Background: an optimization exercise with open tools, aiming at a short achievable clock period and few clock cycles. Do not read the settings as production practice.
Only simulation tests tie the RTL to the original design; equivalence was not proved.
No activity file was given, so power comes from the tool's default toggle rates.

File: flow/flow/run.sh
#!/bin/bash
# Standard layout with two changes to synthesis: no adder-cell mapping step
# (ADDER_MAP_FILE empty), and ABC maps with flow/speed.abc, a depth-oriented
# script, so that the prefix adders in the RTL keep their short depth.
# Ports are buffered with buf_4 cells (the placer's default pick was a delay
# buffer, which the footprint-matched resizing could not replace).
set -euo pipefail
HERE=$(pwd)
cat flow/abc_override.tcl synth_recipe.tcl > my_synth.tcl
sed "s#SYNTH_SCRIPT=[^ ]*#SYNTH_SCRIPT=$HERE/my_synth.tcl#" standard.sh > my_standard.sh
export MY_ABC_SCRIPT=$HERE/flow/speed.abc
export ADDER_MAP_FILE=
export BUFFER_PORTS_ARGS="-buffer_cell sky130_fd_sc_hd__buf_4"
bash my_standard.sh > orfs_make.log 2>&1
File: flow/flow/abc_override.tcl
# Technology mapping with our own ABC script (flow/speed.abc) instead of the
# platform's; everything else in synthesis is the standard script's.
proc abc {args} {
  set i [lsearch -exact $args -script]
  if { $i >= 0 } { lset args [expr { $i + 1 }] $::env(MY_ABC_SCRIPT) }
  puts "abc with our script: $args"
  yosys abc {*}$args
}
File: flow/flow/speed.abc
strash
&get -n
&st
&if -g
&st
&put
dch -f
map {D}
buffer -c
upsize -c {D}
dnsize -c {D}
stime -p
File: flow/standard.sh
#!/bin/bash
# synth_recipe.tcl (not shown) runs the flow's synth.tcl, then flattens the netlist and writes it again
# the make line also repeats each setting of config.mk as NAME=value (left out here)
make -C /OpenROAD-flow-scripts/flow DESIGN_CONFIG=/design/flow/config.mk WORK_HOME=/design/flow/orfs CLKGATE_MAP_FILE= SYNTH_SCRIPT=/design/flow/synth_recipe.tcl "${@:-finish}"
File: flow/config.mk
export PLATFORM = sky130hd
export DESIGN_NAME = processor
export DESIGN_NICKNAME = processor
export VERILOG_FILES = /design/flow/design.v
export SDC_FILE = /design/flow/constraint.sdc
export NUM_CORES = 4
export LEC_CHECK = 0
export CAP_MARGIN = 20
export CORE_MARGIN = 2
export CORE_UTILIZATION = 40
export PLACE_DENSITY = 0.6
export SETUP_SLACK_MARGIN = 4.0
export SLEW_MARGIN = 20
export TNS_END_PERCENT = 100
File: flow/constraint.sdc
create_clock -name core_clock -period 5.8 [get_ports {clock}]
set_input_delay 1.1600 -clock core_clock [delete_from_list [all_inputs] [get_ports {clock}]]
set_output_delay 1.1600 -clock core_clock [all_outputs]
set_load 0.01 [all_outputs]
File: flow/design.v
`timescale 1ns/1ps
`default_nettype none
package isa_pkg;
    localparam int xlen = 32;
    typedef logic [4:0]      reg_idx_t;
    typedef logic [xlen-1:0] word_t;
    typedef logic [4:0]      shamt_t;
    typedef enum logic [4:0] {
        op_rtype = 5'b00000,
        op_j     = 5'b00001,
        op_bne   = 5'b00010,
        op_addi  = 5'b00101,
        op_blt   = 5'b00110,
        op_sw    = 5'b00111,
        op_lw    = 5'b01000
    } opcode_t;
    typedef enum logic [4:0] {
        alu_add = 5'b00000,
        alu_sub = 5'b00001,
        alu_and = 5'b00010,
        alu_or  = 5'b00011,
        alu_sll = 5'b00100,
        alu_sra = 5'b00101
    } alu_op_t;
    localparam int op_hi    = 31;
    localparam int op_lo    = 27;
    localparam int rd_hi    = 26;
    localparam int rd_lo    = 22;
    localparam int rs_hi    = 21;
    localparam int rs_lo    = 17;
    localparam int rt_hi    = 16;
    localparam int rt_lo    = 12;
    localparam int shamt_hi = 11;
    localparam int shamt_lo = 7;
    localparam int aluop_hi = 6;
    localparam int aluop_lo = 2;
    localparam int imm_hi   = 16;
    localparam int imm_lo   = 0;
    localparam int imm_w    = 17;
    localparam int jt_w     = 27;    
endpackage
`default_nettype wire
`timescale 1ns/1ps
`default_nettype none
package pipe_pkg;
    typedef struct packed {
        logic    reg_write;
        logic    mem_read;
        logic    mem_write;
        logic    use_imm;        
        logic    is_branch_ne;
        logic    is_branch_lt;
        logic    is_jump;
        logic [4:0] alu_op;
    } ctrl_t;
    typedef struct packed {
        logic [31:0]insn;
        logic [31:0]pc_plus1;
    } fd_t;
    typedef struct packed {
        ctrl_t            ctrl;
        logic [4:0]        rd;
        logic [4:0]        rs;
        logic [4:0]        rt;            
        logic [4:0]          shamt;
        logic [31:0]           imm;
        logic [26:0]  jump_target;
        logic [31:0]           pc_plus1;
        logic [31:0]           op_a;
        logic [31:0]           op_b;
    } dx_t;
    typedef struct packed {
        ctrl_t    ctrl;
        logic [4:0]rd;
        logic [31:0]   alu_result;
        logic [31:0]   store_data;
    } xm_t;
    typedef struct packed {
        logic     reg_write;
        logic     mem_read;
        logic [4:0]rd;
        logic [31:0]   alu_result;
        logic [31:0]   load_data;
    } mw_t;
    typedef enum logic [1:0] {
        fwd_none = 2'b00,
        fwd_xm   = 2'b01,
        fwd_mw   = 2'b10
    } fwd_sel_t;
endpackage
`default_nettype wire
`timescale 1ns/1ps
`default_nettype none
module pc_counter #(
    parameter logic [31:0] reset_pc = '0
) (
    input  wire   clock,
    input  wire   rst,
    input  wire   stall,
    input  wire   redirect,
    input  isa_pkg::word_t redirect_pc,
    output isa_pkg::word_t pc,
    output isa_pkg::word_t pc_next_seq
);
    assign pc_next_seq = pc + isa_pkg::word_t'(1);    
    always_ff @(posedge clock) begin
        if (rst) begin
            pc <= reset_pc;
        end else if (redirect) begin
            pc <= redirect_pc;       
        end else if (!stall) begin
            pc <= pc_next_seq;
        end
    end
endmodule
`default_nettype wire
`timescale 1ns/1ps
`default_nettype none
module pipe_reg #(
    parameter int width = 1
) (
    input  wire      clock,
    input  wire      rst,
    input  wire      hold,
    input  wire      bubble,
    input  wire [width-1:0] d,
    output logic [width-1:0] q
);
    always_ff @(posedge clock) begin
        if (rst || bubble) begin
            q <= '0;
        end else if (!hold) begin
            q <= d;
        end
    end
endmodule
`default_nettype wire
`timescale 1ns/1ps
`default_nettype none
module decode_stage (
    input  pipe_pkg::fd_t      fd,
    output isa_pkg::reg_idx_t ctrl_read_reg_a,
    output isa_pkg::reg_idx_t ctrl_read_reg_b,
    input  isa_pkg::word_t    data_read_reg_a,
    input  isa_pkg::word_t    data_read_reg_b,
    output pipe_pkg::dx_t      dx
);
    isa_pkg::opcode_t opcode;
    pipe_pkg::ctrl_t   ctrl;
    logic    reads_rd;
    assign opcode   = isa_pkg::opcode_t'(fd.insn[isa_pkg::op_hi:isa_pkg::op_lo]);
    assign reads_rd = (opcode == isa_pkg::op_sw) || (opcode == isa_pkg::op_bne) || (opcode == isa_pkg::op_blt);
    assign ctrl_read_reg_a = fd.insn[isa_pkg::rs_hi:isa_pkg::rs_lo];
    assign ctrl_read_reg_b = reads_rd ? fd.insn[isa_pkg::rd_hi:isa_pkg::rd_lo] : fd.insn[isa_pkg::rt_hi:isa_pkg::rt_lo];
    always_comb begin
        ctrl = '0;
        case (opcode)
            isa_pkg::op_rtype: begin
                ctrl.reg_write = 1'b1;
                ctrl.alu_op    = isa_pkg::alu_op_t'(fd.insn[isa_pkg::aluop_hi:isa_pkg::aluop_lo]);
            end
            isa_pkg::op_addi: begin
                ctrl.reg_write = 1'b1;
                ctrl.use_imm   = 1'b1;
            end
            isa_pkg::op_lw: begin
                ctrl.reg_write = 1'b1;
                ctrl.mem_read  = 1'b1;
                ctrl.use_imm   = 1'b1;
            end
            isa_pkg::op_sw: begin
                ctrl.mem_write = 1'b1;
                ctrl.use_imm   = 1'b1;   
            end
            isa_pkg::op_bne:  ctrl.is_branch_ne = 1'b1;
            isa_pkg::op_blt:  ctrl.is_branch_lt = 1'b1;
            isa_pkg::op_j:    ctrl.is_jump      = 1'b1;
            default: ctrl = '0;          
        endcase
    end
    always_comb begin
        dx             = '0;
        dx.ctrl        = ctrl;
        dx.rd          = fd.insn[isa_pkg::rd_hi:isa_pkg::rd_lo];
        dx.rs          = ctrl_read_reg_a;
        dx.rt          = ctrl_read_reg_b;
        dx.shamt       = fd.insn[isa_pkg::shamt_hi:isa_pkg::shamt_lo];
        dx.imm         = {{(isa_pkg::xlen-isa_pkg::imm_w){fd.insn[isa_pkg::imm_hi]}}, fd.insn[isa_pkg::imm_hi:isa_pkg::imm_lo]};
        dx.jump_target = fd.insn[isa_pkg::jt_w-1:0];
        dx.pc_plus1    = fd.pc_plus1;
        dx.op_a        = data_read_reg_a;
        dx.op_b        = data_read_reg_b;
    end
endmodule
`default_nettype wire
`timescale 1ns/1ps
`default_nettype none
module ks_add #(
    parameter int W = 32
) (
    input  wire [W-1:0] a,
    input  wire [W-1:0] b,
    input  wire         cin,
    output wire [W-1:0] sum,
    output wire         cout
);
    localparam int L = 5;       
    logic [W-1:0] g [0:L];
    logic [W-1:0] p [0:L];
    logic [W-1:0] hp;
    assign hp = a ^ b;
    always_comb begin
        g[0] = a & b;
        p[0] = hp;
        g[0][0] = (a[0] & b[0]) | (hp[0] & cin);
        for (int l = 0; l < L; l++) begin
            for (int i = 0; i < W; i++) begin
                if (i >= (1 << l)) begin
                    g[l+1][i] = g[l][i] | (p[l][i] & g[l][i - (1 << l)]);
                    p[l+1][i] = p[l][i] & p[l][i - (1 << l)];
                end else begin
                    g[l+1][i] = g[l][i];
                    p[l+1][i] = p[l][i];
                end
            end
        end
    end
    assign sum  = hp ^ {g[L][W-2:0], cin};
    assign cout = g[L][W-1];
endmodule
module slt32 (
    input  wire [31:0] a,
    input  wire [31:0] b,
    output wire        lt
);
    logic [31:0] l [0:5];
    logic [31:0] e [0:5];
    always_comb begin
        l[0] = ~a & b;
        l[0][31] = a[31] & ~b[31];
        e[0] = ~(a ^ b);
        for (int k = 0; k < 5; k++) begin
            for (int i = 0; i < 32; i++) begin
                l[k+1][i] = 1'b0;
                e[k+1][i] = 1'b0;
            end
            for (int i = 0; i < (32 >> (k + 1)); i++) begin
                l[k+1][i] = l[k][2*i+1] | (e[k][2*i+1] & l[k][2*i]);
                e[k+1][i] = e[k][2*i+1] & e[k][2*i];
            end
        end
    end
    assign lt = l[5][0];
endmodule
`default_nettype wire
`timescale 1ns/1ps
`default_nettype none
module execute_stage (
    input  pipe_pkg::dx_t      dx,
    input  pipe_pkg::fwd_sel_t fwd_a,
    input  pipe_pkg::fwd_sel_t fwd_b,
    input  isa_pkg::word_t    xm_result,
    input  isa_pkg::word_t    mw_result,
    output pipe_pkg::xm_t      xm,
    output logic     redirect,
    output isa_pkg::word_t    redirect_pc
);
    isa_pkg::word_t src_a;
    isa_pkg::word_t src_b;
    isa_pkg::word_t alu_a;
    isa_pkg::word_t alu_b;
    isa_pkg::word_t alu_result;
    logic  is_branch;
    logic  not_equal;
    logic  less_than;
    logic  branch_taken;
    function automatic isa_pkg::word_t fwd_mux(input pipe_pkg::fwd_sel_t sel, input isa_pkg::word_t reg_val,
                                      input isa_pkg::word_t xm_val, input isa_pkg::word_t mw_val);
        case (sel)
            pipe_pkg::fwd_xm:  fwd_mux = xm_val;
            pipe_pkg::fwd_mw:  fwd_mux = mw_val;
            default: fwd_mux = reg_val;
        endcase
    endfunction
    assign src_a = fwd_mux(fwd_a, dx.op_a, xm_result, mw_result);    
    assign src_b = fwd_mux(fwd_b, dx.op_b, xm_result, mw_result);    
    assign is_branch = dx.ctrl.is_branch_ne || dx.ctrl.is_branch_lt;
    always_comb begin
        if (is_branch) begin
            alu_a = src_b;
            alu_b = src_a;
        end else begin
            alu_a = src_a;
            alu_b = dx.ctrl.use_imm ? dx.imm : src_b;
        end
    end
    alu u_alu (
        .op        (dx.ctrl.alu_op),
        .a         (alu_a),
        .b         (alu_b),
        .shamt     (dx.shamt),
        .result    (alu_result),
        .not_equal (not_equal),
        .less_than (less_than)
    );
    assign branch_taken = (dx.ctrl.is_branch_ne && not_equal) ||
                          (dx.ctrl.is_branch_lt && less_than);
    assign redirect     = branch_taken || dx.ctrl.is_jump;
    always_comb begin
        if (dx.ctrl.is_jump) begin
            redirect_pc = {{(isa_pkg::xlen-isa_pkg::jt_w){1'b0}}, dx.jump_target};
        end else begin
            redirect_pc = dx.pc_plus1 + dx.imm;      
        end
    end
    always_comb begin
        xm            = '0;
        xm.ctrl       = dx.ctrl;
        xm.rd         = dx.rd;
        xm.alu_result = alu_result;
        xm.store_data = src_b;       
    end
endmodule
`default_nettype wire
`timescale 1ns/1ps
`default_nettype none
module hazard_unit (
    input  isa_pkg::word_t    fd_insn,
    input  pipe_pkg::dx_t      dx,
    input  pipe_pkg::xm_t      xm,
    input  pipe_pkg::mw_t      mw,
    input  wire      redirect,
    output pipe_pkg::fwd_sel_t fwd_a,
    output pipe_pkg::fwd_sel_t fwd_b,
    output logic     stall,
    output logic     flush
);
    isa_pkg::opcode_t  fd_op;
    isa_pkg::reg_idx_t fd_rs;
    isa_pkg::reg_idx_t fd_src_b;
    logic     fd_uses_rs;
    logic     fd_uses_b;
    logic     fd_reads_rd;
    logic     xm_writes;
    logic     mw_writes;
    assign xm_writes = xm.ctrl.reg_write && !xm.ctrl.mem_read && (xm.rd != '0);
    assign mw_writes = mw.reg_write && (mw.rd != '0);
    always_comb begin
        if (xm_writes && (xm.rd == dx.rs)) begin
            fwd_a = pipe_pkg::fwd_xm;
        end else if (mw_writes && (mw.rd == dx.rs)) begin
            fwd_a = pipe_pkg::fwd_mw;
        end else begin
            fwd_a = pipe_pkg::fwd_none;
        end
    end
    always_comb begin
        if (xm_writes && (xm.rd == dx.rt)) begin
            fwd_b = pipe_pkg::fwd_xm;
        end else if (mw_writes && (mw.rd == dx.rt)) begin
            fwd_b = pipe_pkg::fwd_mw;
        end else begin
            fwd_b = pipe_pkg::fwd_none;
        end
    end
    assign fd_op       = isa_pkg::opcode_t'(fd_insn[isa_pkg::op_hi:isa_pkg::op_lo]);
    assign fd_rs       = fd_insn[isa_pkg::rs_hi:isa_pkg::rs_lo];
    assign fd_reads_rd = (fd_op == isa_pkg::op_sw) || (fd_op == isa_pkg::op_bne) || (fd_op == isa_pkg::op_blt);
    assign fd_src_b    = fd_reads_rd ? fd_insn[isa_pkg::rd_hi:isa_pkg::rd_lo] : fd_insn[isa_pkg::rt_hi:isa_pkg::rt_lo];
    assign fd_uses_rs  = (fd_op != isa_pkg::op_j);
    assign fd_uses_b   = fd_reads_rd || (fd_op == isa_pkg::op_rtype);
    assign stall = dx.ctrl.mem_read && (dx.rd != '0) &&
                   ((fd_uses_rs && (fd_rs == dx.rd)) ||
                    (fd_uses_b && (fd_src_b == dx.rd)));
    assign flush = redirect;
endmodule
`default_nettype wire
`timescale 1ns/1ps
`default_nettype none
module processor #(
    parameter logic [31:0] reset_pc = '0
) (
    input  wire      clock,
    input  wire      rst,
    output isa_pkg::word_t    address_imem,
    input  isa_pkg::word_t    q_imem,
    output isa_pkg::word_t    address_dmem,
    output isa_pkg::word_t    data,
    output logic     wren,
    input  isa_pkg::word_t    q_dmem,
    output logic     ctrl_write_enable,
    output isa_pkg::reg_idx_t ctrl_write_reg,
    output isa_pkg::reg_idx_t ctrl_read_reg_a,
    output isa_pkg::reg_idx_t ctrl_read_reg_b,
    output isa_pkg::word_t    data_write_reg,
    input  isa_pkg::word_t    data_read_reg_a,
    input  isa_pkg::word_t    data_read_reg_b
);
    logic [31:0] pc;
    logic [31:0] pc_plus1;
    logic [4:0]  f_op;
    logic [4:0]  f_rd, f_rs, f_rt, f_aop;
    logic        f_is_r, f_is_addi, f_is_lw, f_is_sw, f_is_bne, f_is_blt, f_is_jump;
    logic        f_is_branch;
    logic        f_reads_rd;
    logic [4:0]  f_rb;
    logic        f_we;
    logic [9:0]  f_tgt_lo;
    logic [22:0] f_tgt_hi;
    logic [31:0] f_target;
    logic [31:0] f_next;
    assign address_imem = pc;
    function automatic logic [31:0] inc32(input logic [31:0] v);
        logic [31:0] c;
        c[0] = 1'b1;
        for (int i = 1; i < 32; i++) c[i] = c[i-1] & v[i-1];
        inc32 = v ^ c;
    endfunction
    function automatic logic [22:0] inc23(input logic [22:0] v);
        logic [22:0] c;
        c[0] = 1'b1;
        for (int i = 1; i < 23; i++) c[i] = c[i-1] & v[i-1];
        inc23 = v ^ c;
    endfunction
    function automatic logic [22:0] dec23(input logic [22:0] v);
        logic [22:0] c;
        c[0] = 1'b1;
        for (int i = 1; i < 23; i++) c[i] = c[i-1] & ~v[i-1];
        dec23 = v ^ c;
    endfunction
    assign pc_plus1 = inc32(pc);
    assign f_op  = q_imem[31:27];
    assign f_rd  = q_imem[26:22];
    assign f_rs  = q_imem[21:17];
    assign f_rt  = q_imem[16:12];
    assign f_aop = q_imem[6:2];
    assign f_is_r      = (f_op == isa_pkg::op_rtype);
    assign f_is_addi   = (f_op == isa_pkg::op_addi);
    assign f_is_lw     = (f_op == isa_pkg::op_lw);
    assign f_is_sw     = (f_op == isa_pkg::op_sw);
    assign f_is_bne    = (f_op == isa_pkg::op_bne);
    assign f_is_blt    = (f_op == isa_pkg::op_blt);
    assign f_is_jump   = (f_op == isa_pkg::op_j);
    assign f_is_branch = f_is_bne || f_is_blt;
    assign f_reads_rd  = f_is_sw || f_is_branch;
    assign f_rb        = f_reads_rd ? f_rd : f_rt;
    assign f_we        = (f_is_r || f_is_addi || f_is_lw) && (f_rd != 5'd0);
    logic        f_short;
    logic [22:0] pc_hi_inc, pc_hi_dec;
    assign f_short   = (q_imem[16:8] == {9{q_imem[8]}});
    assign pc_hi_inc = inc23(pc[31:9]);
    assign pc_hi_dec = dec23(pc[31:9]);
    ks_add #(.W(9)) u_tgt (
        .a (pc[8:0]), .b (q_imem[8:0]), .cin (1'b1), .sum (f_tgt_lo[8:0]), .cout (f_tgt_lo[9])
    );
    always_comb begin
        case ({q_imem[8], f_tgt_lo[9]})
            2'b01:   f_tgt_hi = pc_hi_inc;
            2'b10:   f_tgt_hi = pc_hi_dec;
            default: f_tgt_hi = pc[31:9];
        endcase
    end
    assign f_target = {f_tgt_hi, f_tgt_lo[8:0]};
    localparam int BHT_BITS = 4;
    logic [1:0]          bht [0:(1 << BHT_BITS) - 1];
    logic [BHT_BITS-1:0] f_bidx;
    logic                f_early_ok;     
    logic                f_early_ne;     
    logic                f_pred_taken;
    assign f_bidx = pc[BHT_BITS-1:0];
    always_comb begin
        if (f_is_jump)         f_next = {5'b0, q_imem[26:0]};
        else if (f_pred_taken) f_next = f_target;
        else                   f_next = pc_plus1;
    end
    logic        x_valid;
    logic        x_live;         
    logic        r_redirect;     
    logic [31:0] r_alt;          
    logic [4:0]  x_rd;
    logic [4:0]  x_rs;
    logic [4:0]  x_rb;
    logic [4:0]  x_shamt;
    logic [31:0] x_imm;
    logic        x_we_d;         
    logic        x_use_imm;      
    logic        x_sub;
    logic        x_sel_sum, x_sel_and, x_sel_or, x_sel_sll, x_sel_sra;
    logic        x_lw_d, x_sw_d, x_bne_d, x_blt_d;
    logic        x_addi_we;      
    logic        x_pred;         
    logic [31:0] x_pc1;          
    logic [31:0] x_target;       
    logic [BHT_BITS-1:0] x_bidx;
    logic        x_bne_pt, x_bne_pn, x_blt_pt, x_blt_pn;    
    logic        x_fa_alu, x_fa_ld, x_fb_alu, x_fb_ld;
    logic        x_fa_any, x_fa_from_alu, x_fb_any, x_fb_from_ld;
    assign ctrl_read_reg_a = x_rs;
    assign ctrl_read_reg_b = x_rb;
    logic        m_we;
    logic        m_load;
    logic        m_store;
    logic [4:0]  m_rd;
    logic [31:0] m_result;
    logic [31:0] m_data;
    logic        w_we;
    logic [4:0]  w_rd;
    logic [31:0] w_val;
    logic [31:0] src_a, src_b;
    logic [31:0] addend, sum, shl, sra, x_result;
    assign src_a[15:0]  = x_fa_alu ? m_result[15:0] : x_fa_ld ? q_dmem[15:0] : data_read_reg_a[15:0];
    assign src_b[15:0]  = x_fb_alu ? m_result[15:0] : x_fb_ld ? q_dmem[15:0] : data_read_reg_b[15:0];
    assign src_a[31:16] = x_fa_any ? (x_fa_from_alu ? m_result[31:16] : q_dmem[31:16]) : data_read_reg_a[31:16];
    assign src_b[31:16] = x_fb_any ? (x_fb_from_ld ? q_dmem[31:16] : m_result[31:16]) : data_read_reg_b[31:16];
    assign addend = x_use_imm ? x_imm : (src_b ^ {32{x_sub}});
    ks_add #(.W(32)) u_add (
        .a (src_a), .b (addend), .cin (x_sub), .sum (sum), .cout ()
    );
    assign shl    = src_a << x_shamt;
    assign sra    = isa_pkg::word_t'($signed(src_a) >>> x_shamt);
    assign x_result = ({32{x_sel_sum}} & sum) |
                      ({32{x_sel_and}} & (src_a & src_b)) |
                      ({32{x_sel_or}}  & (src_a | src_b)) |
                      ({32{x_sel_sll}} & shl) |
                      ({32{x_sel_sra}} & sra);
    logic x_ne, x_lt, x_mispredict, x_we;
    assign x_ne = (src_b != src_a);
    slt32 u_lt (.a (src_b), .b (src_a), .lt (x_lt));
    logic x_taken;
    assign x_taken      = (x_bne_d && x_ne) || (x_blt_d && x_lt);
    assign x_mispredict = x_live && ((x_bne_pt && !x_ne) || (x_bne_pn && x_ne) ||
                                      (x_blt_pt && !x_lt) || (x_blt_pn && x_lt));
    assign f_early_ok = f_is_bne && x_live && x_addi_we && !x_fa_alu && !x_fa_ld &&
                        (((f_rd == x_rd) && (f_rs == 5'd0)) || ((f_rs == x_rd) && (f_rd == 5'd0)));
    assign f_early_ne = |((data_read_reg_a ^ x_imm) ^ {(data_read_reg_a[30:0] | x_imm[30:0]), 1'b0});
    assign f_pred_taken = f_is_branch && f_short && (f_early_ok ? f_early_ne : bht[f_bidx][1]);
    ks_add #(.W(32)) u_xtgt (
        .a (x_pc1), .b (x_imm), .cin (1'b0), .sum (x_target), .cout ()
    );
    assign x_we   = x_live && x_we_d;
    assign x_live = x_valid && !r_redirect;
    always_ff @(posedge clock) begin
        if (rst) begin
            pc      <= reset_pc;
            x_valid <= 1'b0;
        end else if (r_redirect) begin
            pc      <= r_alt;
            x_valid <= 1'b0;
        end else begin
            pc      <= f_next;
            x_valid <= 1'b1;
        end
    end
    always_ff @(posedge clock) begin
        x_rd      <= f_rd;
        x_rs      <= f_rs;
        x_rb      <= f_rb;
        x_shamt   <= q_imem[11:7];
        x_imm     <= {{15{q_imem[16]}}, q_imem[16:0]};
        x_addi_we <= f_is_addi && (f_rd != 5'd0);
        x_pred    <= f_pred_taken;
        x_pc1     <= pc_plus1;
        x_bidx    <= f_bidx;
        x_bne_pt  <= f_is_bne &&  f_pred_taken;
        x_bne_pn  <= f_is_bne && !f_pred_taken;
        x_blt_pt  <= f_is_blt &&  f_pred_taken;
        x_blt_pn  <= f_is_blt && !f_pred_taken;
        x_we_d    <= f_we;
        x_use_imm <= f_is_addi || f_is_lw || f_is_sw;
        x_sub     <= f_is_r && (f_aop == isa_pkg::alu_sub);
        x_sel_sum <= f_is_addi || f_is_lw || f_is_sw ||
                     (f_is_r && ((f_aop == isa_pkg::alu_add) || (f_aop == isa_pkg::alu_sub)));
        x_sel_and <= f_is_r && (f_aop == isa_pkg::alu_and);
        x_sel_or  <= f_is_r && (f_aop == isa_pkg::alu_or);
        x_sel_sll <= f_is_r && (f_aop == isa_pkg::alu_sll);
        x_sel_sra <= f_is_r && (f_aop == isa_pkg::alu_sra);
        x_lw_d    <= f_is_lw;
        x_sw_d    <= f_is_sw;
        x_bne_d   <= f_is_bne;
        x_blt_d   <= f_is_blt;
        x_fa_alu  <= x_we && !x_lw_d && (x_rd == f_rs);
        x_fa_ld   <= x_we &&  x_lw_d && (x_rd == f_rs);
        x_fb_alu  <= x_we && !x_lw_d && (x_rd == f_rb);
        x_fb_ld   <= x_we &&  x_lw_d && (x_rd == f_rb);
        x_fa_any  <= x_we && (x_rd == f_rs);
        x_fb_any  <= x_we && (x_rd == f_rb);
        x_fa_from_alu <= !x_lw_d;
        x_fb_from_ld  <= x_lw_d;
    end
    logic [1:0]          x_bctr;
    logic                m_bvalid;
    logic [1:0]          m_bctr_inc, m_bctr_dec;
    logic                m_btaken;
    logic [BHT_BITS-1:0] m_bidx;
    assign x_bctr = bht[x_bidx];
    always_ff @(posedge clock) begin
        if (rst) m_bvalid <= 1'b0;
        else     m_bvalid <= x_live && (x_bne_d || x_blt_d);
        m_btaken   <= x_taken;
        m_bidx     <= x_bidx;
        m_bctr_inc <= (x_bctr == 2'b11) ? 2'b11 : x_bctr + 2'd1;
        m_bctr_dec <= (x_bctr == 2'b00) ? 2'b00 : x_bctr - 2'd1;
    end
    always_ff @(posedge clock) begin
        if (rst) begin
            for (int i = 0; i < (1 << BHT_BITS); i++) bht[i] <= 2'b10;
        end else if (m_bvalid) begin
            bht[m_bidx] <= m_btaken ? m_bctr_inc : m_bctr_dec;
        end
    end
    always_ff @(posedge clock) begin
        if (rst) r_redirect <= 1'b0;
        else     r_redirect <= x_mispredict;
        r_alt <= x_pred ? x_pc1 : x_target;
    end
    always_ff @(posedge clock) begin
        if (rst) begin
            m_we    <= 1'b0;
            m_load  <= 1'b0;
            m_store <= 1'b0;
            w_we    <= 1'b0;
        end else begin
            m_we    <= x_we;
            m_load  <= x_live && x_lw_d;
            m_store <= x_live && x_sw_d;
            w_we    <= m_we;
        end
    end
    always_ff @(posedge clock) begin
        m_rd     <= x_rd;
        m_result <= x_result;
        m_data   <= src_b;
        w_rd     <= m_rd;
        w_val    <= m_load ? q_dmem : m_result;
    end
    assign address_dmem      = m_result;
    assign data              = m_data;
    assign wren              = m_store;
    assign ctrl_write_enable = w_we;
    assign ctrl_write_reg    = w_rd;
    assign data_write_reg    = w_val;
endmodule
`default_nettype wire
==> metrics.md, run 1 <==
| Metric | Value |
|---|---|
| Status | `timing/DRC/antenna clean` |
| Leading cell types in the layout, fill and taps excluded | `sky130_fd_sc_hd__nand2_1, sky130_fd_sc_hd__buf_4, sky130_fd_sc_hd__nand3_1` |
| Share of async-settable or async-resettable flops after synthesis | `0` |
| Average via count per standard cell | `~6.3` |
| # port buffers | `approximately 270` |
| Worst hold-check slack | `between 300 and 400 ps` |
| Average cell area after synthesis | `approximately 6.3 um^2` |
| Syn_nets | `between 4000 and 5000` |
| Area grow syn2layout | `55.93%` |
| Proportion of layout cells with a drive suffix above 1 | `0.3956` |
| Ports placed on the boundary | `~280` |
| Total overflow reported by the global router | `0` |
| Hold-fix buffers, CTS | `0` |
| DRC viols | `0` |
| Crit-path cells | `buf_6 -> inv_8 -> nand2_4 -> nand2_4 -> o22ai_4 -> o31ai_4 -> nand4_1 -> nor2_2 -> nor2_4 -> buf_12 -> buf_12 -> buf_16 -> o211ai_1 -> a31oi_1` |
| Most common cell after layout, fill and taps aside | `sky130_fd_sc_hd__nand2_1` |
| Number of nets in the layout | `slightly above 5000` |
| Largest stage delay on the critical path | `slightly above 400 ps` |
| Worst setup skew after layout | `between 20 and 30 ps` |
| Routed wire per std cell | `roughly 26 um` |
| Count of filler cells inserted in the layout | `approximately 5900` |
| Fmax | `~330 MHz` |
| Unrepaired setup endpoints after global routing | `true` |
| Final slew viol count | `0` |
| Initial standard-cell utilization of the core | `0.4019` |
| Dpl hpwl | `approximately 100000 um` |
| Total Die Area | `about 70000 um^2` |
| Number of storage elements in the synthesis netlist | `312` |
| Number of maximum-capacitance constraint violations | `0` |
| Worst-case vdd ir drop | `0.0002180 V` |
| Standby leakage power | `0.01707 uW` |
| Element type at the critical path end | `flop` |
| Highest signal layer in the routed design | `met5` |
| Count of endpoints failing setup in the final report | `0` |
| Cell area after synthesis | `between 20000 and 30000 um^2` |
| Classification of the worst setup path | `in -> reg` |
| Largest fanout on the critical path | `6` |
| Number of synthesized flops with an enable pin | `32` |
| Max transition margin | `0.3260` |
| Die height | `approximately 260 um` |
| Startpoint type of the worst setup path | `input port` |
| Vias after detailed routing | `approximately 37000` |
| CP required | `a little over 6000 ps` |
| Met2 WL post-DR | `65160 um` |
| Number of H-tree levels | `2` |
| Pin count of the biggest net entering global routing | `78` |
| Post-DRT Antenna Nets | `0` |
| Wire length on met1 | `55330 um` |
| First-pass GRT wire length | `213000 um` |
| CTS tree | `yes` |
| Initial DRC Count | `around 4200` |
| Final setup TNS | `0 ps` |
| Commonest register cell after synthesis | `sky130_fd_sc_hd__dfxtp_1` |
| Placement Rows | `between 90 and 100` |
| Slew at the pin closest to its max-slew limit | `1000 ps` |
| Core Area | `66920 um^2` |
| Clock edge transition at the registers on the reported setup and hold paths | `about 60 ps` |
| Worst-path cell with the longest stage delay | `sky130_fd_sc_hd__o31ai_4` |
| Die X-Extent | `263.3 um` |
| Post-Syn Instances | `about 4300` |
| CTS sink count | `roughly 310` |
| Final number of hold-violating endpoints | `0` |
| Met3 Wirelength | `between 15000 and 20000 um` |
| Routability Congestion | `~1` |
| Initial antenna violation count | `6` |
| Share of the clock period used by the worst path | `0.5157` |
| Detailed-route wire length | `between 100000 and 150000 um` |
| Unique cell type count in the Yosys netlist | `between 80 and 90` |
| Cts bufs inserted | `39` |
| Clock tree root driver cell | `sky130_fd_sc_hd__clkbuf_16` |
| Detailed Routing Iterations Pass 1 | `9` |
| Fraction of the yosys area taken by sequential cells | `0.2441` |
| Source-to-sink clock delay at the later pin of the worst-skew pair | `roughly 600 ps` |
| Path category of the worst min-delay check | `reg -> reg` |
| Number of global-route vias before repair | `between 30000 and 40000` |
| Signal arrival time at the worst endpoint | `3410 ps` |
| Power density over the cells | `177.9 nW/um^2` |
| Maximum root-to-sink buffer count | `3` |
| Post-layout min period | `2991 ps` |
| Total GRT Usage | `0.4012` |
| Synth Warn # | `10` |
==> sequential cells by signal, summed over array words and instances, names as in the netlist, 5 cells and up <==
signal and count:
bht 32, m_data 32, m_result 32, pc 32
r_alt 32, w_val 32, x_pc1 32, x_imm 17
m_rd 5, w_rd 5, x_rb 5, x_rd 5
x_rs 5
==> cell usage after synthesis, drive strengths merged, types with 25 or more instances <==
| library cell | count | share of area |
|---|---|---|
| nand3 | 351 | 0.066 |
| dfxtp | 280 | 0.21 |
| inv | 375 | 0.052 |
| nor2 | 429 | 0.062 |
| o21ai | 407 | 0.077 |
| nand4 | 163 | 0.038 |
| clkbuf | 89 | 0.012 |
| a21oi | 268 | 0.051 |
| a22oi | 40 | 0.013 |
| nand2 | 1019 | 0.14 |
| xor2 | 41 | 0.013 |
| buf | 123 | 0.027 |
| o21a | 79 | 0.022 |
| o2111ai | 25 | 0.0086 |
| edfxtp | 32 | 0.036 |
| o211ai | 192 | 0.058 |
| o22ai | 25 | 0.0074 |
| a31oi | 87 | 0.023 |
| nor3 | 51 | 0.011 |
==> where the power goes <==
part	total, uW	switching, uW	leakage (uW)	internal, uW
registers	2380	105	0.00266	2270
logic	2470	1510	0.0138	959
clock network	2610	1120	0.000640	1490
==> final cells by class <==
cell class                 instances  area, um^2  share of cell area
antenna                            6       15.01           0.0003580
clock inverter                    26       310.3            0.007398
timing repair buffer             788        8239              0.1964
tap                              873        1092             0.02604
timing repair inverter             5       45.04            0.001074
clock buffer                      45        1008             0.02404
inverter                         378        1677             0.03997
sequential                       312        6987              0.1666
multi-input combinational       3406       22570              0.5381
==> kinds of logic after synthesis <==
kind of cell	Yosys count	share of synthesized area
xor+xnor	52	0.01693
mux	6	0.002233
flops	312	0.2441
buf+inv	590	0.09271
simple gates	2075	0.3363
compound gates	1263	0.3077
==> per-layer routing <==
metal,up-vias,track usage
li1,16470,-
met1,17190,0.4873
met2,2395,0.6294
met3,725,0.08502
met4,2,0.2905
met5,-,0
==> worst max-delay path: cells and delay by family <==
kind | cells | cell delay, ps
and+or+nand+nor | 5 | 780
AOI/OAI and AO/OA | 4 | 870
buffers and inverters | 5 | 600
==> timing repair <==
action                                  in CTS  in global routing
endpoints found under the setup margin     361                323
pin swaps                                  294                253
cloned                                      33                  5
buffers inserted                           307                142
gates resized for setup                   1111                474
==> per-stage QoR <==
stage | cells | power, uW | worst slack (ps) | area (um^2) | utilization
finish | 5839 | 7462 | 2809 | 41940 | 0.6268
global route | 5833 | 7686 | 2826 | 41930 | 0.6265
CTS | 5685 | 7154 | 3051 | 38820 | 0.5801
detailed placement | 5274 | 4110 | 1523 | 30170 | 0.4508
global placement | 5274 | 4117 | 1550 | 30170 | 0.4508
floorplan | 4298 | 3492 | 3079 | 27840 | -
==> final timing paths <==
| kind | depth (start not counted) | end | startpoint | slack (ps) |
|---|---|---|---|---|
| min reg2reg | 0 | w_rd[2] | m_rd[2] | 330 |
| max | 14 | pc[15] | data_read_reg_a[7] | 2810 |
| min | 0 | w_rd[2] | m_rd[2] | 330 |
| max reg2reg | 13 | pc[15] | x_imm[7] | 2860 |
Testbench counts, summed over its fixed seeds: cycles 158,071.
==> run 2, diff against run 1 <==
--- a/flow/design.v
+++ b/flow/design.v
@@ -461,7 +461,7 @@
         endcase
     end
     assign f_target = {f_tgt_hi, f_tgt_lo[8:0]};
-    localparam int BHT_BITS = 4;
+    localparam int BHT_BITS = 6;
     logic [1:0]          bht [0:(1 << BHT_BITS) - 1];
     logic [BHT_BITS-1:0] f_bidx;
     logic                f_early_ok;     
@@ -474,27 +474,25 @@
         else                   f_next = pc_plus1;
     end
     logic        x_valid;
-    logic        x_live;         
-    logic        r_redirect;     
-    logic [31:0] r_alt;          
     logic [4:0]  x_rd;
     logic [4:0]  x_rs;
     logic [4:0]  x_rb;
     logic [4:0]  x_shamt;
     logic [31:0] x_imm;
     logic        x_we_d;         
-    logic        x_use_imm;      
     logic        x_sub;
     logic        x_sel_sum, x_sel_and, x_sel_or, x_sel_sll, x_sel_sra;
     logic        x_lw_d, x_sw_d, x_bne_d, x_blt_d;
     logic        x_addi_we;      
+    logic [31:0] x_negimm;       
     logic        x_pred;         
     logic [31:0] x_pc1;          
     logic [31:0] x_target;       
     logic [BHT_BITS-1:0] x_bidx;
     logic        x_bne_pt, x_bne_pn, x_blt_pt, x_blt_pn;    
-    logic        x_fa_alu, x_fa_ld, x_fb_alu, x_fb_ld;
-    logic        x_fa_any, x_fa_from_alu, x_fb_any, x_fb_from_ld;
+    logic        x_fa_rf, x_fa_alu, x_fa_ld, x_fb_rf, x_fb_alu, x_fb_ld;
+    logic        x_b_pos, x_b_neg;
+    logic [31:0] x_imm_b;
     assign ctrl_read_reg_a = x_rs;
     assign ctrl_read_reg_b = x_rb;
     logic        m_we;
@@ -508,11 +506,9 @@
     logic [31:0] w_val;
     logic [31:0] src_a, src_b;
     logic [31:0] addend, sum, shl, sra, x_result;
-    assign src_a[15:0]  = x_fa_alu ? m_result[15:0] : x_fa_ld ? q_dmem[15:0] : data_read_reg_a[15:0];
-    assign src_b[15:0]  = x_fb_alu ? m_result[15:0] : x_fb_ld ? q_dmem[15:0] : data_read_reg_b[15:0];
-    assign src_a[31:16] = x_fa_any ? (x_fa_from_alu ? m_result[31:16] : q_dmem[31:16]) : data_read_reg_a[31:16];
-    assign src_b[31:16] = x_fb_any ? (x_fb_from_ld ? q_dmem[31:16] : m_result[31:16]) : data_read_reg_b[31:16];
-    assign addend = x_use_imm ? x_imm : (src_b ^ {32{x_sub}});
+    assign src_a = ({32{x_fa_rf}} & data_read_reg_a) | ({32{x_fa_alu}} & m_result) | ({32{x_fa_ld}} & q_dmem);
+    assign src_b = ({32{x_fb_rf}} & data_read_reg_b) | ({32{x_fb_alu}} & m_result) | ({32{x_fb_ld}} & q_dmem);
+    assign addend = ({32{x_b_pos}} & src_b) | ({32{x_b_neg}} & ~src_b) | x_imm_b;
     ks_add #(.W(32)) u_add (
         .a (src_a), .b (addend), .cin (x_sub), .sum (sum), .cout ()
     );
@@ -528,23 +524,22 @@
     slt32 u_lt (.a (src_b), .b (src_a), .lt (x_lt));
     logic x_taken;
     assign x_taken      = (x_bne_d && x_ne) || (x_blt_d && x_lt);
-    assign x_mispredict = x_live && ((x_bne_pt && !x_ne) || (x_bne_pn && x_ne) ||
+    assign x_mispredict = x_valid && ((x_bne_pt && !x_ne) || (x_bne_pn && x_ne) ||
                                       (x_blt_pt && !x_lt) || (x_blt_pn && x_lt));
-    assign f_early_ok = f_is_bne && x_live && x_addi_we && !x_fa_alu && !x_fa_ld &&
+    assign f_early_ok = f_is_bne && x_valid && x_addi_we && x_fa_rf &&
                         (((f_rd == x_rd) && (f_rs == 5'd0)) || ((f_rs == x_rd) && (f_rd == 5'd0)));
-    assign f_early_ne = |((data_read_reg_a ^ x_imm) ^ {(data_read_reg_a[30:0] | x_imm[30:0]), 1'b0});
+    assign f_early_ne = (data_read_reg_a != x_negimm);     
     assign f_pred_taken = f_is_branch && f_short && (f_early_ok ? f_early_ne : bht[f_bidx][1]);
     ks_add #(.W(32)) u_xtgt (
         .a (x_pc1), .b (x_imm), .cin (1'b0), .sum (x_target), .cout ()
     );
-    assign x_we   = x_live && x_we_d;
-    assign x_live = x_valid && !r_redirect;
+    assign x_we = x_valid && x_we_d;
     always_ff @(posedge clock) begin
         if (rst) begin
             pc      <= reset_pc;
             x_valid <= 1'b0;
-        end else if (r_redirect) begin
-            pc      <= r_alt;
+        end else if (x_mispredict) begin
+            pc      <= x_pred ? x_pc1 : x_target;
             x_valid <= 1'b0;
         end else begin
             pc      <= f_next;
@@ -558,15 +553,18 @@
         x_shamt   <= q_imem[11:7];
         x_imm     <= {{15{q_imem[16]}}, q_imem[16:0]};
         x_addi_we <= f_is_addi && (f_rd != 5'd0);
+        x_negimm  <= inc32(~{{15{q_imem[16]}}, q_imem[16:0]});
         x_pred    <= f_pred_taken;
         x_pc1     <= pc_plus1;
+        x_b_pos   <= !(f_is_addi || f_is_lw || f_is_sw) && !(f_is_r && (f_aop == isa_pkg::alu_sub));
+        x_b_neg   <= f_is_r && (f_aop == isa_pkg::alu_sub);
+        x_imm_b   <= (f_is_addi || f_is_lw || f_is_sw) ? {{15{q_imem[16]}}, q_imem[16:0]} : 32'd0;
         x_bidx    <= f_bidx;
         x_bne_pt  <= f_is_bne &&  f_pred_taken;
         x_bne_pn  <= f_is_bne && !f_pred_taken;
         x_blt_pt  <= f_is_blt &&  f_pred_taken;
         x_blt_pn  <= f_is_blt && !f_pred_taken;
         x_we_d    <= f_we;
-        x_use_imm <= f_is_addi || f_is_lw || f_is_sw;
         x_sub     <= f_is_r && (f_aop == isa_pkg::alu_sub);
         x_sel_sum <= f_is_addi || f_is_lw || f_is_sw ||
                      (f_is_r && ((f_aop == isa_pkg::alu_add) || (f_aop == isa_pkg::alu_sub)));
@@ -578,14 +576,12 @@
         x_sw_d    <= f_is_sw;
         x_bne_d   <= f_is_bne;
         x_blt_d   <= f_is_blt;
+        x_fa_rf   <= !(x_we && (x_rd == f_rs));
+        x_fb_rf   <= !(x_we && (x_rd == f_rb));
         x_fa_alu  <= x_we && !x_lw_d && (x_rd == f_rs);
         x_fa_ld   <= x_we &&  x_lw_d && (x_rd == f_rs);
         x_fb_alu  <= x_we && !x_lw_d && (x_rd == f_rb);
         x_fb_ld   <= x_we &&  x_lw_d && (x_rd == f_rb);
-        x_fa_any  <= x_we && (x_rd == f_rs);
-        x_fb_any  <= x_we && (x_rd == f_rb);
-        x_fa_from_alu <= !x_lw_d;
-        x_fb_from_ld  <= x_lw_d;
     end
     logic [1:0]          x_bctr;
     logic                m_bvalid;
@@ -595,7 +591,7 @@
     assign x_bctr = bht[x_bidx];
     always_ff @(posedge clock) begin
         if (rst) m_bvalid <= 1'b0;
-        else     m_bvalid <= x_live && (x_bne_d || x_blt_d);
+        else     m_bvalid <= x_valid && (x_bne_d || x_blt_d);
         m_btaken   <= x_taken;
         m_bidx     <= x_bidx;
         m_bctr_inc <= (x_bctr == 2'b11) ? 2'b11 : x_bctr + 2'd1;
@@ -609,11 +605,6 @@
         end
     end
     always_ff @(posedge clock) begin
-        if (rst) r_redirect <= 1'b0;
-        else     r_redirect <= x_mispredict;
-        r_alt <= x_pred ? x_pc1 : x_target;
-    end
-    always_ff @(posedge clock) begin
         if (rst) begin
             m_we    <= 1'b0;
             m_load  <= 1'b0;
@@ -621,8 +612,8 @@
             w_we    <= 1'b0;
         end else begin
             m_we    <= x_we;
-            m_load  <= x_live && x_lw_d;
-            m_store <= x_live && x_sw_d;
+            m_load  <= x_valid && x_lw_d;
+            m_store <= x_valid && x_sw_d;
             w_we    <= m_we;
         end
     end
==> flow/flow/run.sh (replaced) <==
#!/bin/bash
# Standard layout with two changes to synthesis: no adder-cell mapping step
# (ADDER_MAP_FILE empty), and ABC maps with flow/speed.abc, a depth-oriented
# script, so that the prefix adders in the RTL keep their short depth.
set -euo pipefail
HERE=$(pwd)
cat flow/abc_override.tcl synth_recipe.tcl > my_synth.tcl
sed "s#SYNTH_SCRIPT=[^ ]*#SYNTH_SCRIPT=$HERE/my_synth.tcl#" standard.sh > my_standard.sh
export MY_ABC_SCRIPT=$HERE/flow/speed.abc
export ADDER_MAP_FILE=
bash my_standard.sh > orfs_make.log 2>&1
==> flow/flow/speed.abc (replaced) <==
strash
balance
&get -n
&dch -f
&nf {D}
&put
buffer -c
upsize -c {D}
dnsize -c {D}
stime -p
==> run 2 against run 1 <==
Compared with the run above:
- clock-buffer cell count increased by 25
- global-route usage decreased by 6.8 points
- power is 16% higher
- register-to-register slack got worse by 1300 ps
- synthesized cell count decreased by 27%
- final area down 3.3%
- hold slack improved by 2.2 ps
- critical path type unchanged
==> metrics.md, run 2 <==
| Metric | Value |
|---|---|
| Maximum root-to-sink buffer count | `3` |
| Switching power total | `2814 uW` |
| Clock edge transition at the registers on the reported setup and hold paths | `~60 ps` |
| Hold-fix buffers, CTS | `0` |
| Number of storage elements in the synthesis netlist | `between 400 and 500` |
| Ranking of synthesized cells by instance count | `sky130_fd_sc_hd__nand2_1, sky130_fd_sc_hd__dfxtp_1, sky130_fd_sc_hd__o21ai_0, sky130_fd_sc_hd__nor2_1, sky130_fd_sc_hd__a21oi_1` |
| Unrepaired setup endpoints after global routing | `true` |
| Initial standard-cell utilization of the core | `0.4037` |
| Worst-case vdd ir drop | `0.0001926 V` |
| Worst setup skew after layout | `25.30 ps` |
| Number of maximum-capacitance constraint violations | `0` |
| Number of synthesized flops with an enable pin | `between 100 and 150` |
| Setup WS pre-CTS | `around 250 ps` |
| Area contributors post-synth | `sky130_fd_sc_hd__dfxtp_1, sky130_fd_sc_hd__edfxtp_1, sky130_fd_sc_hd__nand2_1, sky130_fd_sc_hd__o21ai_0, sky130_fd_sc_hd__mux4_2` |
| Average via count per standard cell | `approximately 6.2` |
| Ports placed on the boundary | `between 200 and 300` |
| Final number of hold-violating endpoints | `0` |
| Share of total power in the clock network | `0.356` |
| Cell area after synthesis | `about 26000 um^2` |
| Final setup TNS | `0 ps` |
| Biggest register | `bht` |
| Clock tree root driver cell | `sky130_fd_sc_hd__clkbuf_16` |
| Post-Syn Instances | `roughly 3200` |
| Routability Congestion | `around 1.0` |
| Detailed-route wire length | `between 100000 and 150000 um` |
| Core Area | `roughly 66000 um^2` |
| Classification of the worst setup path | `in -> reg` |
| Fraction of the yosys area taken by sequential cells | `0.3589` |
| Number of H-tree levels | `2` |
| First-pass GRT wire length | `approximately 170000 um` |
| Slew at the pin closest to its max-slew limit | `1190 ps` |
| Share of async-settable or async-resettable flops after synthesis | `0` |
| Vias after detailed routing | `between 20000 and 30000` |
| Dpl hpwl | `between 70000 and 80000 um` |
| Worst Hold Depth | `0` |
| Total GRT Usage | `0.3334` |
| Total overflow reported by the global router | `0` |
| CP required | `approximately 6300 ps` |
| Summed area of non-filler cells in the final layout | `between 40000 and 50000 um^2` |
| CTS tree | `yes` |
| Proportion of power drawn by combinational gates | `0.275` |
| Initial DRC Count | `3477` |
| Fmax | `~230 MHz` |
| Post-layout min period | `4375 ps` |
| Post-DP Area | `roughly 31000 um^2` |
| Fraction of the core area covered by cells at the end of the flow | `0.6182` |
| Setup slack, reg-to-reg | `between 1500 and 2000 ps` |
| Flip-flop count of the largest register after layout | `roughly 130` |
| Sequential group share of total power | `0.370` |
| Share of the clock period used by the worst path | `0.7542` |
| Number of nets in the layout | `just under 4000` |
| Die height | `between 200 and 300 um` |
| Most common cell after layout, fill and taps aside | `sky130_fd_sc_hd__buf_4` |
| Max transition margin | `0.2016` |
| Startpoint type of the worst setup path | `input port` |
| Status | `timing/DRC/antenna clean` |
| Proportion of layout cells with a drive suffix above 1 | `0.4367` |
| Number of global-route vias before repair | `~27000` |
| Element type at the critical path end | `flop` |
| Power density over the cells | `213.5 nW/um^2` |
| Area grow syn2layout | `53.13%` |
| Cell with the most instances after synthesis | `sky130_fd_sc_hd__nand2_1` |
| Switching fraction of total power | `0.3250` |
| Detailed Routing Iterations Pass 1 | `9` |
| Source-to-sink clock delay at the later pin of the worst-skew pair | `roughly 600 ps` |
| Cts bufs inserted | `47` |
| Commonest register cell after synthesis | `sky130_fd_sc_hd__dfxtp_1` |
| Pin count of the biggest net entering global routing | `65` |
| Worst R2R Path Depth | `13` |
| Post-DRT Antenna Nets | `0` |
| Placement Rows | `94` |
| CTS sink count | `between 400 and 500` |
| Path category of the worst min-delay check | `reg -> reg` |
| Count of endpoints failing setup in the final report | `0` |
| DRC viols | `0` |
| # port buffers | `roughly 270` |
| Signal arrival time at the worst endpoint | `just under 5000 ps` |
| Routed wire per std cell | `between 20 and 30 um` |
| Cell taking the most area after synthesis | `sky130_fd_sc_hd__dfxtp_1` |
| Final critical-path setup slack | `around 1400 ps` |
| Standby leakage power | `between 0.015 and 0.02 uW` |
| Average cell area after synthesis | `8.387 um^2` |
| Final slew viol count | `0` |
| Largest fanout on the critical path | `6` |
| Leading cell types in the layout, fill and taps excluded | `sky130_fd_sc_hd__buf_4, sky130_fd_sc_hd__nand2_1, sky130_fd_sc_hd__buf_6` |
| Internal portion of total power | `~5800 uW` |
| Unique cell type count in the Yosys netlist | `80` |
| Total Die Area | `about 68000 um^2` |
| Initial antenna violation count | `6` |
| Syn_nets | `between 3000 and 4000` |
| Die X-Extent | `around 260 um` |
| Share of Yosys cell area claimed by the top area cell type | `0.2138` |
| Synth Warn # | `10` |
[run 2: cell count changes in the layout (fill, tap and decap cells not counted), moves of 67 or more]
cell	delta
sky130_fd_sc_hd__nand2_1	-531
sky130_fd_sc_hd__nand3_1	-243
sky130_fd_sc_hd__inv_1	-187
sky130_fd_sc_hd__o211ai_1	-138
sky130_fd_sc_hd__nand4_1	-130
sky130_fd_sc_hd__xnor2_1	+118
sky130_fd_sc_hd__nand2_2	-111
sky130_fd_sc_hd__nor2_1	-107
sky130_fd_sc_hd__buf_4	-99
sky130_fd_sc_hd__edfxtp_1	+96
sky130_fd_sc_hd__mux2i_1	+68
sky130_fd_sc_hd__o21ai_1	-67
[run 2: through the flow]
step | hold WS, ps | total power, uW | cells
after floorplan | 309.6 | 4384 | 3159
after global placement | 314.4 | 4994 | 4139
after detailed placement | 316.7 | 5006 | 4139
after CTS | 331.6 | 8354 | 4525
after global routing | 334.6 | 8898 | 4676
final | 328.9 | 8661 | 4678
[run 2: final timing paths]
path | start | to
max | data_read_reg_a[29] | pc[11]
min | m_rd[1] | w_rd[1]
max reg2reg | x_fa_rf | pc[11]
min reg2reg | m_rd[1] | w_rd[1]
[run 2: cell families (layout without fill, tap and decap cells)]
kind of cell	Yosys count	in the layout	synth area share
xor gates and xnor gates	217	217	0.07174
and+or+nand+nor	1051	1062	0.1827
muxes	231	232	0.1159
adders and majority gates	7	7	0.002645
AOI/OAI and AO/OA	872	872	0.2111
buffers and inverters	370	1007	0.05705
other	0	6	0
DFF	411	411	0.3589
[run 2: power by group through the flow]
stage          logic (uW)  registers, uW  clock network [uW]
2_1_floorplan        1170           3210                   0
3_3_place_gp         1710           3290                   0
3_5_place_dp         1710           3290                   0
4_1_cts              2070           3190                3090
5_1_grt              2490           3210                3200
6_report             2380           3200                3080
[run 2: area by class of cell]
type                            count  area [um^2]
Fill cell                        5237        25060
Inverter                           99        409.1
Timing Repair Buffer              819         7823
Clock buffer                       70         1401
Sequential cell                   411         9808
Clock inverter                     16        181.4
Timing Repair inverter              3        62.56
Multi-Input combinational cell   2390        19790
Antenna cell                        6        15.01
Tap cell                          864         1081
[run 2: routing by layer]
layer  routed length, um  GRT usage  vias up
met4                8816     0.1954        0
met5                   0          0        -
met1               46360     0.4138    13940
met2               57570     0.5514     1760
li1                    -          -    12830
met3               10770    0.04994      465
[run 2: critical path, cell delays in order]
cell and delay [ps]:
sky130_fd_sc_hd__buf_6 100, sky130_fd_sc_hd__a222oi_1 480, sky130_fd_sc_hd__buf_4 200, sky130_fd_sc_hd__xor2_1 60, sky130_fd_sc_hd__or4_4 500, sky130_fd_sc_hd__nand4bb_4 280, sky130_fd_sc_hd__nor4_4 270, sky130_fd_sc_hd__buf_4 170
sky130_fd_sc_hd__and4b_1 240, sky130_fd_sc_hd__mux2_4 320, sky130_fd_sc_hd__a211o_4 300, sky130_fd_sc_hd__and2_4 200, sky130_fd_sc_hd__or3_4 430, sky130_fd_sc_hd__a31oi_1 190
[run 2: repair_timing]
action	4_1_cts	5_1_grt
resized for setup	1354	530
setup buffers	284	140
pin swaps	152	176
setup endpoints to repair	580	533
cloned	16	6
Testbench counts of run 2, summed over its fixed seeds: cycles 155,958.
==> run 3, diff against run 2 <==
--- a/flow/design.v
+++ b/flow/design.v
@@ -464,8 +464,6 @@
     localparam int BHT_BITS = 6;
     logic [1:0]          bht [0:(1 << BHT_BITS) - 1];
     logic [BHT_BITS-1:0] f_bidx;
-    logic                f_early_ok;     
-    logic                f_early_ne;     
     logic                f_pred_taken;
     assign f_bidx = pc[BHT_BITS-1:0];
     always_comb begin
@@ -483,8 +481,6 @@
     logic        x_sub;
     logic        x_sel_sum, x_sel_and, x_sel_or, x_sel_sll, x_sel_sra;
     logic        x_lw_d, x_sw_d, x_bne_d, x_blt_d;
-    logic        x_addi_we;      
-    logic [31:0] x_negimm;       
     logic        x_pred;         
     logic [31:0] x_pc1;          
     logic [31:0] x_target;       
@@ -526,10 +522,7 @@
     assign x_taken      = (x_bne_d && x_ne) || (x_blt_d && x_lt);
     assign x_mispredict = x_valid && ((x_bne_pt && !x_ne) || (x_bne_pn && x_ne) ||
                                       (x_blt_pt && !x_lt) || (x_blt_pn && x_lt));
-    assign f_early_ok = f_is_bne && x_valid && x_addi_we && x_fa_rf &&
-                        (((f_rd == x_rd) && (f_rs == 5'd0)) || ((f_rs == x_rd) && (f_rd == 5'd0)));
-    assign f_early_ne = (data_read_reg_a != x_negimm);     
-    assign f_pred_taken = f_is_branch && f_short && (f_early_ok ? f_early_ne : bht[f_bidx][1]);
+    assign f_pred_taken = f_is_branch && f_short && bht[f_bidx][1];
     ks_add #(.W(32)) u_xtgt (
         .a (x_pc1), .b (x_imm), .cin (1'b0), .sum (x_target), .cout ()
     );
@@ -552,8 +545,6 @@
         x_rb      <= f_rb;
         x_shamt   <= q_imem[11:7];
         x_imm     <= {{15{q_imem[16]}}, q_imem[16:0]};
-        x_addi_we <= f_is_addi && (f_rd != 5'd0);
-        x_negimm  <= inc32(~{{15{q_imem[16]}}, q_imem[16:0]});
         x_pred    <= f_pred_taken;
         x_pc1     <= pc_plus1;
         x_b_pos   <= !(f_is_addi || f_is_lw || f_is_sw) && !(f_is_r && (f_aop == isa_pkg::alu_sub));
==> run 3 against run 2 <==
Compared with the run above:
- still clean
- global-route usage increased by 2.7 points
- clock skew increased by 19 ps
- via count increased by 0.20%
- maximum frequency increased by 5.4%
- synthesized cell count decreased by 3.4%
==> metrics.md, run 3 <==
| Metric | Value |
|---|---|
| Status | `timing/DRC/antenna clean` |
| Syn_nets | `approximately 3200` |
| Mux cell area share after synthesis | `0.1076` |
| First-pass GRT wire length | `approximately 180000 um` |
| Number of maximum-capacitance constraint violations | `0` |
| Cell taking the most area after synthesis | `sky130_fd_sc_hd__dfxtp_1` |
| Number of H-tree levels | `2` |
| Die X-Extent | `256.9 um` |
| Vias after detailed routing | `29050` |
| Classification of the worst setup path | `in -> reg` |
| Total GRT Usage | `0.3605` |
| Standby leakage power | `between 0.015 and 0.02 uW` |
| Largest stage delay on the critical path | `600 ps` |
| Post-layout min period | `4152 ps` |
| Detailed Routing Iterations Pass 1 | `8` |
| Fraction of the core area covered by cells at the end of the flow | `0.6346` |
| Max transition margin | `0.2450` |
| Clock edge transition at the registers on the reported setup and hold paths | `60 ps` |
| DRC viols | `0` |
| Signal arrival time at the worst endpoint | `between 4000 and 5000 ps` |
| Synthesized-area fraction occupied by ao, oa, aoi and oai cells | `0.2164` |
| Startpoint type of the worst setup path | `input port` |
| Xor and xnor area share after synthesis | `0.05991` |
| Initial standard-cell utilization of the core | `0.4048` |
| Average via count per standard cell | `6.281` |
| CTS sink count | `393` |
| Fmax | `~240 MHz` |
| Worst-case vdd ir drop | `0.0002342 V` |
| Slew at the pin closest to its max-slew limit | `approximately 1100 ps` |
| Initial DRC Count | `approximately 3600` |
| Most prevalent standard cell on the critical path | `sky130_fd_sc_hd__o211ai_1` |
| Min-Delay Endpoint | `w_rd[2]` |
| Core Area | `63200 um^2` |
| Total overflow reported by the global router | `0` |
| Final slew viol count | `0` |
| Area contributors post-synth | `sky130_fd_sc_hd__dfxtp_1, sky130_fd_sc_hd__edfxtp_1, sky130_fd_sc_hd__nand2_1, sky130_fd_sc_hd__a21oi_1, sky130_fd_sc_hd__mux4_2` |
| Share of total power in the clock network | `0.363` |
| Post-DRT Antenna Nets | `0` |
| Share of async-settable or async-resettable flops after synthesis | `0` |
| Fraction of the yosys area taken by sequential cells | `0.3576` |
| Maximum root-to-sink buffer count | `3` |
| Proportion of layout cells with a drive suffix above 1 | `0.4376` |
| Simple-gate share of the synthesized area | `0.2054` |
| Sequential group share of total power | `0.354` |
| Share of the clock period used by the worst path | `0.7159` |
| Pin count of the biggest net entering global routing | `a little over 80` |
| Average cell area after synthesis | `between 8 and 9 um^2` |
| CTS tree | `yes` |
| Unique cell type count in the Yosys netlist | `99` |
| Clock tree root driver cell | `sky130_fd_sc_hd__clkbuf_16` |
| Detailed-route wire length | `roughly 130000 um` |
| Largest family of logic cells by synthesized area | `compound AO/OA/AOI/OAI gates` |
| CP required | `between 6000 and 7000 ps` |
| Worst Hold Depth | `0` |
| Initial antenna violation count | `5` |
| Dpl hpwl | `between 80000 and 90000 um` |
| Synth Warn # | `10` |
| Element type at the critical path end | `flop` |
| Cell area after synthesis | `25580 um^2` |
| Switching fraction of total power | `0.3276` |
| Share of Yosys cell area claimed by the top area cell type | `0.2074` |
| # port buffers | `about 270` |
| Flip-flop count of the largest register after layout | `~130` |
| Ranking of synthesized cells by instance count | `sky130_fd_sc_hd__nand2_1, sky130_fd_sc_hd__nor2_1, sky130_fd_sc_hd__dfxtp_1, sky130_fd_sc_hd__a21oi_1, sky130_fd_sc_hd__o21ai_0` |
| Post-Syn Instances | `3053` |
| Area grow syn2layout | `56.76%` |
| Routability Congestion | `between 1 and 1.5` |
| Number of nets in the layout | `roughly 3900` |
| Total Die Area | `between 60000 and 70000 um^2` |
| Worst setup skew after layout | `roughly 45 ps` |
| Number of global-route vias before repair | `around 28000` |
| Largest fanout on the critical path | `11` |
| Routed wire per std cell | `about 28 um` |
| Power density over the cells | `roughly 220 nW/um^2` |
| Ports placed on the boundary | `275` |
| Unrepaired setup endpoints after global routing | `true` |
| Leading cell types in the layout, fill and taps excluded | `sky130_fd_sc_hd__buf_4, sky130_fd_sc_hd__nand2_1, sky130_fd_sc_hd__buf_6` |
| Source-to-sink clock delay at the later pin of the worst-skew pair | `620 ps` |
| Endpoint of the most critical register-to-register path | `pc[12]` |
| Die height | `between 200 and 300 um` |
| Crit-path cells | `buf_6 -> a222oi_1 -> buf_4 -> xor2_1 -> or4b_4 -> nor4_4 -> mux2_4 -> a41o_4 -> o21a_4 -> buf_12 -> buf_16 -> o211ai_1 -> o211ai_1 -> a21oi_1` |
| Number of storage elements in the synthesis netlist | `~390` |
| Final setup TNS | `0 ps` |
| Switching power total | `approximately 2800 uW` |
| Worst R2R Path Depth | `16` |
| Placement Rows | `roughly 90` |
| Worst-path cell with the longest stage delay | `sky130_fd_sc_hd__a222oi_1` |
| Cell with the most instances after synthesis | `sky130_fd_sc_hd__nand2_1` |
| Number of synthesized flops with an enable pin | `between 100 and 150` |
| Final number of hold-violating endpoints | `0` |
| Startpoint of the worst register-to-register path | `x_fb_rf` |
| Setup slack, reg-to-reg | `1650 ps` |
| Proportion of power drawn by combinational gates | `0.283` |
| Internal portion of total power | `roughly 5800 uW` |
| Hold path start | `m_rd[2]` |
| Most common cell after layout, fill and taps aside | `sky130_fd_sc_hd__buf_4` |
| Synth Area in Adders | `0.001223` |
| Biggest register | `bht` |
| Cts bufs inserted | `45` |
| Count of endpoints failing setup in the final report | `0` |
| Commonest register cell after synthesis | `sky130_fd_sc_hd__dfxtp_1` |
| Path category of the worst min-delay check | `reg -> reg` |
-- run 3: changes by cell type after synthesis, sizes merged, moves of 23 or more --
cell / previous run / this run
o21ai: 271 / 210
clkbuf: 211 / 167
or2: 5 / 45
a21oi: 212 / 243
xnor2: 140 / 111
nor2: 266 / 293
o41ai: 31 / 8
-- run 3: cell type report --
| class | count | area (um^2) |
|---|---|---|
| Antenna cell | 1 | 2.502 |
| Clock buffer | 56 | 1219 |
| Clock inverter | 27 | 387.9 |
| Fill cell | 5004 | 23090 |
| Inverter | 91 | 362.8 |
| Multi-Input combinational cell | 2341 | 19030 |
| Sequential cell | 393 | 9453 |
| Tap cell | 846 | 1059 |
| Timing Repair Buffer | 869 | 8594 |
-- run 3: logic make-up (layout without fill, tap and decap cells) --
logic type | Yosys count | count (layout)
AO/OA/AOI/OAI | 848 | 848
AND/OR/NAND/NOR | 1109 | 1113
multiplexers | 202 | 202
buffers and inverters | 323 | 1043
adder cells (fa/ha/maj) | 3 | 3
XOR/XNOR | 175 | 175
other | 0 | 1
flip-flops | 393 | 393
-- run 3: stage by stage --
step | total power (uW) | cell area [um^2] | hold slack (ps) | cells | setup slack, ps
2_1_floorplan | 4188 | 27010 | 309.6 | 3053 | 1602
3_3_place_gp | 4876 | 30470 | 311.5 | 4063 | 310.3
3_5_place_dp | 4887 | 30470 | 315.7 | 4063 | 146.7
4_1_cts | 8390 | 37690 | 297.2 | 4513 | 1731
5_1_grt | 8861 | 40100 | 299.3 | 4623 | 1601
6_report | 8627 | 40100 | 302.5 | 4624 | 1648
-- run 3: worst max-delay path by stage --
stage / cells past startpoint / start / endpoint / slack, ps
finish: 14 / data_read_reg_a[8] / pc[12] / 1650
global route: 16 / x_fb_rf / pc[12] / 1600
CTS: 14 / data_read_reg_b[13] / pc[26] / 1730
detailed placement: 13 / data_read_reg_b[10] / pc[20] / 150
global placement: 13 / data_read_reg_b[10] / pc[17] / 310
floorplan: 13 / data_read_reg_b[14] / pc[23] / 1600
-- run 3: power by group through the flow --
stage | Combinational, uW | Sequential [uW] | Clock, uW
after floorplan | 1110 | 3080 | 0
after global placement | 1730 | 3140 | 0
after detailed placement | 1740 | 3150 | 0
after CTS | 2200 | 3040 | 3150
after global routing | 2550 | 3060 | 3260
final | 2440 | 3050 | 3130
-- run 3: worst max-delay path, delay by kind of cell --
| kind | cells | cell delay [ps] |
|---|---|---|
| compound gates | 6 | 1580 |
| simple gates | 2 | 880 |
| buf+inv | 4 | 640 |
| mux | 1 | 340 |
| xor+xnor | 1 | 60 |
-- run 3: layer usage --
| layer | wire (um) | global-route usage |
|---|---|---|
| met1 | 48060 | 0.4602 |
| met3 | 13270 | 0.06846 |
| met5 | 36 | 0 |
| met4 | 9923 | 0.2306 |
| met2 | 57250 | 0.5607 |
-- run 3: what timing repair did --
action | in CTS | in global routing
pin swaps | 248 | 152
endpoints found under the setup margin | 565 | 468
setup buffers | 350 | 101
resized for setup | 1529 | 345
hold endpoints to repair | 0 | 0
gates cloned | 17 | 7
hold buffers | 0 | 0
Testbench counts of run 3, summed over its fixed seeds: cycles 158,861.

-- separate check: timing with driven ports --
No port has a modelled driver above. Below, the same layouts with a new extraction and two added sets of constraints.
Step 1: set_driving_cell puts a clkbuf_16 on clock and a buf_2 on each other input, an assumption about the parent block.
Step 2, shift: input delay + t, output delay - t, t = (earliest + latest rising clock arrival at the registers) / 2. This alone moves slack from input paths to output paths.
Three values: no drivers, after step 1, after step 2; two values: the first two.
run	t, ns	setup slack, ns	hold slack, ns	worst register clock-pin slew, ns	worst slew at a driven data input, ns
run 1	0.657	2.809 / 2.825 / 2.169	0.327 / 0.327 / 0.327	0.07 / 0.07	0.14
run 2	0.663	1.425 / 1.456 / 0.793	0.329 / 0.329 / 0.329	0.07 / 0.07	0.10
run 3	0.669	1.648 / 1.654 / 0.985	0.302 / 0.302 / 0.302	0.07 / 0.07	0.20
After both steps setup and hold are still met in every run listed. The setup slack of run 3, which loses most, moves by +0.006 ns with the drivers and by -0.663 ns with both steps.
